What follows belongs to an exercise in optimizing a design on an open flow for small area, a short achievable clock period and few clock cycles per item; a production flow would make more cautious choices.
At most, simulation tests tie the RTL to the original design; equivalence was not proved.

## scalar_kalman_filter
module scalar_kalman_filter #(
  parameter int unsigned FRAC_BITS = 16
) (
  input  logic        clk_i,
  input  logic        rst_ni,
  input  logic        cfg_valid_i,
  output logic        cfg_ready_o,
  input  logic [0:0]  cfg_index_i,
  input  logic [31:0] cfg_data_i,
  input  logic        s_axis_tvalid,
  output logic        s_axis_tready,
  input  logic [31:0] s_axis_tdata,
  input  logic        s_axis_tuser,
  output logic        m_axis_tvalid,
  input  logic        m_axis_tready,
  output logic [31:0] m_axis_tdata
);
clock: 11.0 ns
lec_check: 0
cap_margin: 20
core_margin: 2
core_utilization: 40
cts_buf_list: sky130_fd_sc_hd__clkbuf_8
cts_cluster_size: 30
setup_slack_margin: 5
slew_margin: 20
run.sh (not shown) runs the stock make flow with config.mk's settings and CLKGATE_MAP_FILE= SYNTH_SCRIPT=/design/flow/synth_recipe.tcl, a recipe that flattens the netlist after the stock synthesis.
The baseline finished with timing, DRC and antenna clean.
==> next run, changes <==
CTS_BUF_LIST = default   (was sky130_fd_sc_hd__clkbuf_8)
CTS_CLUSTER_SIZE = default   (was 30)
What happened:
- The new run finished with timing, DRC and antenna clean
- hold slack hardly moves
- setup slack is about the same
- final cell count fell by 1.4%
- sequential share of layout area rose by 0.32 points
No functional check of the RTL was part of any run of this note.


== the baseline ==
scalar_kalman_filter, a different RTL version from the one above (not shown whole).
Size: ~2400 cells after synthesis, ~110 I/O pins, roughly 24000 um2 of cells after synthesis.
clock: 11.0 ns
lec_check: 0
cap_margin: 20
core_margin: 2
core_utilization: 40
setup_slack_margin: 5
slew_margin: 20
standard.sh (not shown) runs the stock make flow with config.mk's settings and CLKGATE_MAP_FILE= SYNTH_SCRIPT=/design/flow/synth_recipe.tcl, a recipe that flattens the netlist after the stock synthesis.
==> flow/flow/run.sh <==
#!/bin/bash
set -euo pipefail
bash standard.sh SETUP_SLACK_MARGIN=6 finish > standard.log 2>&1
The baseline: flow completed, timing, DRC and antenna clean
Testbench counts of the baseline, summed over its fixed seeds: cycles 16,016, items 1,600.
Changes in the candidate relative to the baseline:
==> flow/run.sh (new file) <==
#!/bin/bash
# synth_recipe.tcl (not shown) runs the flow's synth.tcl, then flattens the netlist and writes it again
# the make line also repeats each setting of config.mk as NAME=value (left out here)
make -C /OpenROAD-flow-scripts/flow DESIGN_CONFIG=/design/flow/config.mk WORK_HOME=/design/flow/orfs CLKGATE_MAP_FILE= SYNTH_SCRIPT=/design/flow/synth_recipe.tcl finish
removed: flow/flow/run.sh
removed: flow/standard.sh
## What came out
Summary of the candidate over the baseline: worst path arrival time now larger, number of global-route vias before repair now smaller, minimum setup slack in the final design now smaller.
A worst-path cell with the longest stage delay of sky130_fd_sc_hd__a2111o_1 is what the candidate shows, while sky130_fd_sc_hd__dfxtp_4 belongs to the baseline.
The candidate: largest fanout on the critical path is 1 higher than what the baseline reported.
Buffering overhead in the candidate is 4.6 points lower than in the baseline
In the flow results for the candidate and the baseline, the number of cells on the critical path is smaller on the baseline.
Fmax: the candidate below the baseline
NOTE vias per cell the baseline->the candidate decreased slightly
Area added between synthesis and finish (the candidate over the baseline): decrease, 16 points


== run 1 ==
Another version of the RTL of scalar_kalman_filter (not shown whole).
Size: roughly 3,700 cells after synthesis, ~340 flip-flops, about 110 I/O pins, ~0.032 sq mm of cells after synthesis.
## scalar_kalman_filter
module scalar_kalman_filter #(
  parameter int unsigned FRAC_BITS = 16
) (
  input  logic        clk_i,
  input  logic        rst_ni,
  input  logic        cfg_valid_i,
  output logic        cfg_ready_o,
  input  logic [0:0]  cfg_index_i,
  input  logic [31:0] cfg_data_i,
  input  logic        s_axis_tvalid,
  output logic        s_axis_tready,
  input  logic [31:0] s_axis_tdata,
  input  logic        s_axis_tuser,
  output logic        m_axis_tvalid,
  input  logic        m_axis_tready,
  output logic [31:0] m_axis_tdata
);
  localparam logic [32:0] RsRst = {1'b0, skf_pkg::MeasurementNoiseRst} + 33'h0_FFFF_FFFF;
  logic        prep_q, div_q, last_q, s2_q, hor;
  logic        prep_d, div_d, last_d;
  logic [2:0]  cnt_q;
  logic        cd_q, cl_q, cc_q, hfirst_q;
  logic        cd_d, cl_d, cc_d;
  logic [1:0]  lc_q;
  logic        conv_q, gv_q, pkv_q, hit_q, go_conv, start, nx_q, hold0, hit_d;
  logic [32:0] eq_a, eq_b, eq_k, eq_c;
  logic [15:0] g_q;
  logic        th, tl, ph, pl;
  logic [3:0]  lb_q, lb_d;
  logic [1:0]  lc_n;
  logic        tready_q, out_valid_q, primed_q, pone_q, pass_q, rz_q, force_q;
  logic [31:0] q_q;
  logic [32:0] rs_q;
  logic [32:0] zd_q;
  logic [31:0] pp_q;
  logic [32:0] den_q;
  logic [33:0] rem_q;
  logic        bh_q;
  logic [47:0] accp_q, accx_q;
  logic        stall, take, bhi, blo, s1, s2, sat;
  logic [31:0] p_cur, x_cur, pp_now;
  logic [33:0] rem1, rem2;
  logic [47:0] xa, xb, xc, xs;
  logic [48:0] pa, pb, pc, ps;
  logic        xcin, pcin1, pcin2;
  assign cfg_ready_o   = 1'b1;
  assign s_axis_tready = tready_q;
  assign m_axis_tvalid = out_valid_q;
  assign m_axis_tdata  = accx_q[47:16];
  assign stall = out_valid_q && !m_axis_tready;
  assign take  = tready_q && s_axis_tvalid;
  assign start = take && !s_axis_tuser;
  assign p_cur = pone_q ? 32'h0001_0000 : (pkv_q ? den_q[31:0] : accp_q[47:16]);
  assign x_cur = accx_q[47:16];
  assign hor   = div_q || last_q;
  assign s1 = !rem_q[33];
  assign rem1 = (cd_q ? {1'b0, pp_q, 1'b0} : {rem_q[32:0], 1'b0}) + ({1'b0, den_q} ^ {34{s1}})
              + {33'd0, s1};
  assign s2   = !rem1[33];
  assign rem2 = {rem1[32:0], 1'b0} + ({1'b0, den_q} ^ {34{s2}}) + {33'd0, s2};
  assign bhi = bh_q && !force_q;
  assign blo = !rem_q[33] && !force_q;
  always_comb begin
    case (lc_n)
  ...
Settings: LEC_CHECK=0, CAP_MARGIN=20, CORE_MARGIN=2, CORE_UTILIZATION=30, SETUP_SLACK_MARGIN=5, SLEW_MARGIN=20; clock period 11.0 ns.
run.sh (not shown) runs the stock make flow with config.mk's settings and CLKGATE_MAP_FILE= SYNTH_SCRIPT=/design/flow/synth_recipe.tcl, a recipe that flattens the netlist after the stock synthesis.
Stock flow here: none of the scripts above is used.
Run 1 completed every stage of the flow, and the final layout passed the timing, design-rule and antenna checks.
Testbench counts of run 1, summed over its fixed seeds: cycles 9,297, items 1,600.
diff inputs: run 1 => run 2
Settings: CORE_UTILIZATION now 50, was 30.
## What came out
Side by side, utilization turned out higher in run 2 than in run 1.
Compared with run 1, in run 2 critical path depth rose 1, total number of vias rose by 1,181, die area fell 0.043 sq mm.
When run 2 is set beside run 1, its clock period minus final worst setup slack turns out to be 0.12 ns larger.
On run 2: fmax is 1.9% lower than what run 1 gave.
Looking at the reports, run 2 completed the entire flow and the layout it produced met the timing, design-rule and antenna checks.
Compared with run 1, run 2 shows a higher detailed-routed wire length on met3.
Setup changes, run 2 to run 3
Settings: CORE_UTILIZATION now 40, was 50.
Run 3 was carried through to the last stage, and its layout satisfied the timing, design-rule and antenna checks.
Run 3 gives less count of vias placed by the detailed router than run 2 did.
~same clock-cell share of area in run 3 and run 2
The lower number of antenna violations at the first check in global routing of run 3 and run 2 is in run 3.
Diff run 2 -> run 3: core utilization saw a decrease, design area now sits lower.
Re share of cells above drive strength 1: run 3 and run 2 aren't equal, and the lower value belongs to run 3.
Looking at run 3 and run 2, the hold slack is a wash.
Count of non-CTS buffers in the layout (lower): run 3

==> afterwards: timing with drivers on the ports <==
No port has a modelled driver above. Below, the same layouts with a new extraction and two added sets of constraints. Step 1, drivers: a clkbuf_16 drives clk_i and a buf_2 each remaining input, both assumed. Step 2 adds t to the input delays and takes it off the output delays; t is the mean of the earliest and latest rising clock arrival at the registers after step 1. Input paths then give back, and output paths get back, about the clock's delay inside the block. Three values: no drivers, after step 1, after step 2; two values: the first two.
| run | shift t [ns] | slack for setup (ns) | hold WS [ns] |
|---|---|---|---|
| the first run of note 1 | 0.715 | 5.187 / 5.187 / 5.187 | 0.481 / 0.481 / 0.481 |
| the second run of note 1 | 0.610 | 5.185 / 5.185 / 5.185 | 0.478 / 0.478 / 0.478 |
| the baseline | 0.619 | 5.134 / 5.134 / 5.134 | 0.462 / 0.462 / 0.462 |
| the candidate | 0.619 | 4.942 / 4.942 / 4.942 | 0.465 / 0.465 / 0.465 |
| run 1 | 0.659 | 4.911 / 4.911 / 4.911 | 0.438 / 0.438 / 0.438 |
| run 2 | 0.674 | 4.794 / 4.794 / 4.794 | 0.439 / 0.439 / 0.439 |
| run 3 | 0.663 | 4.895 / 4.895 / 4.895 | 0.437 / 0.437 / 0.437 |
After both steps setup and hold are still met in every run listed.
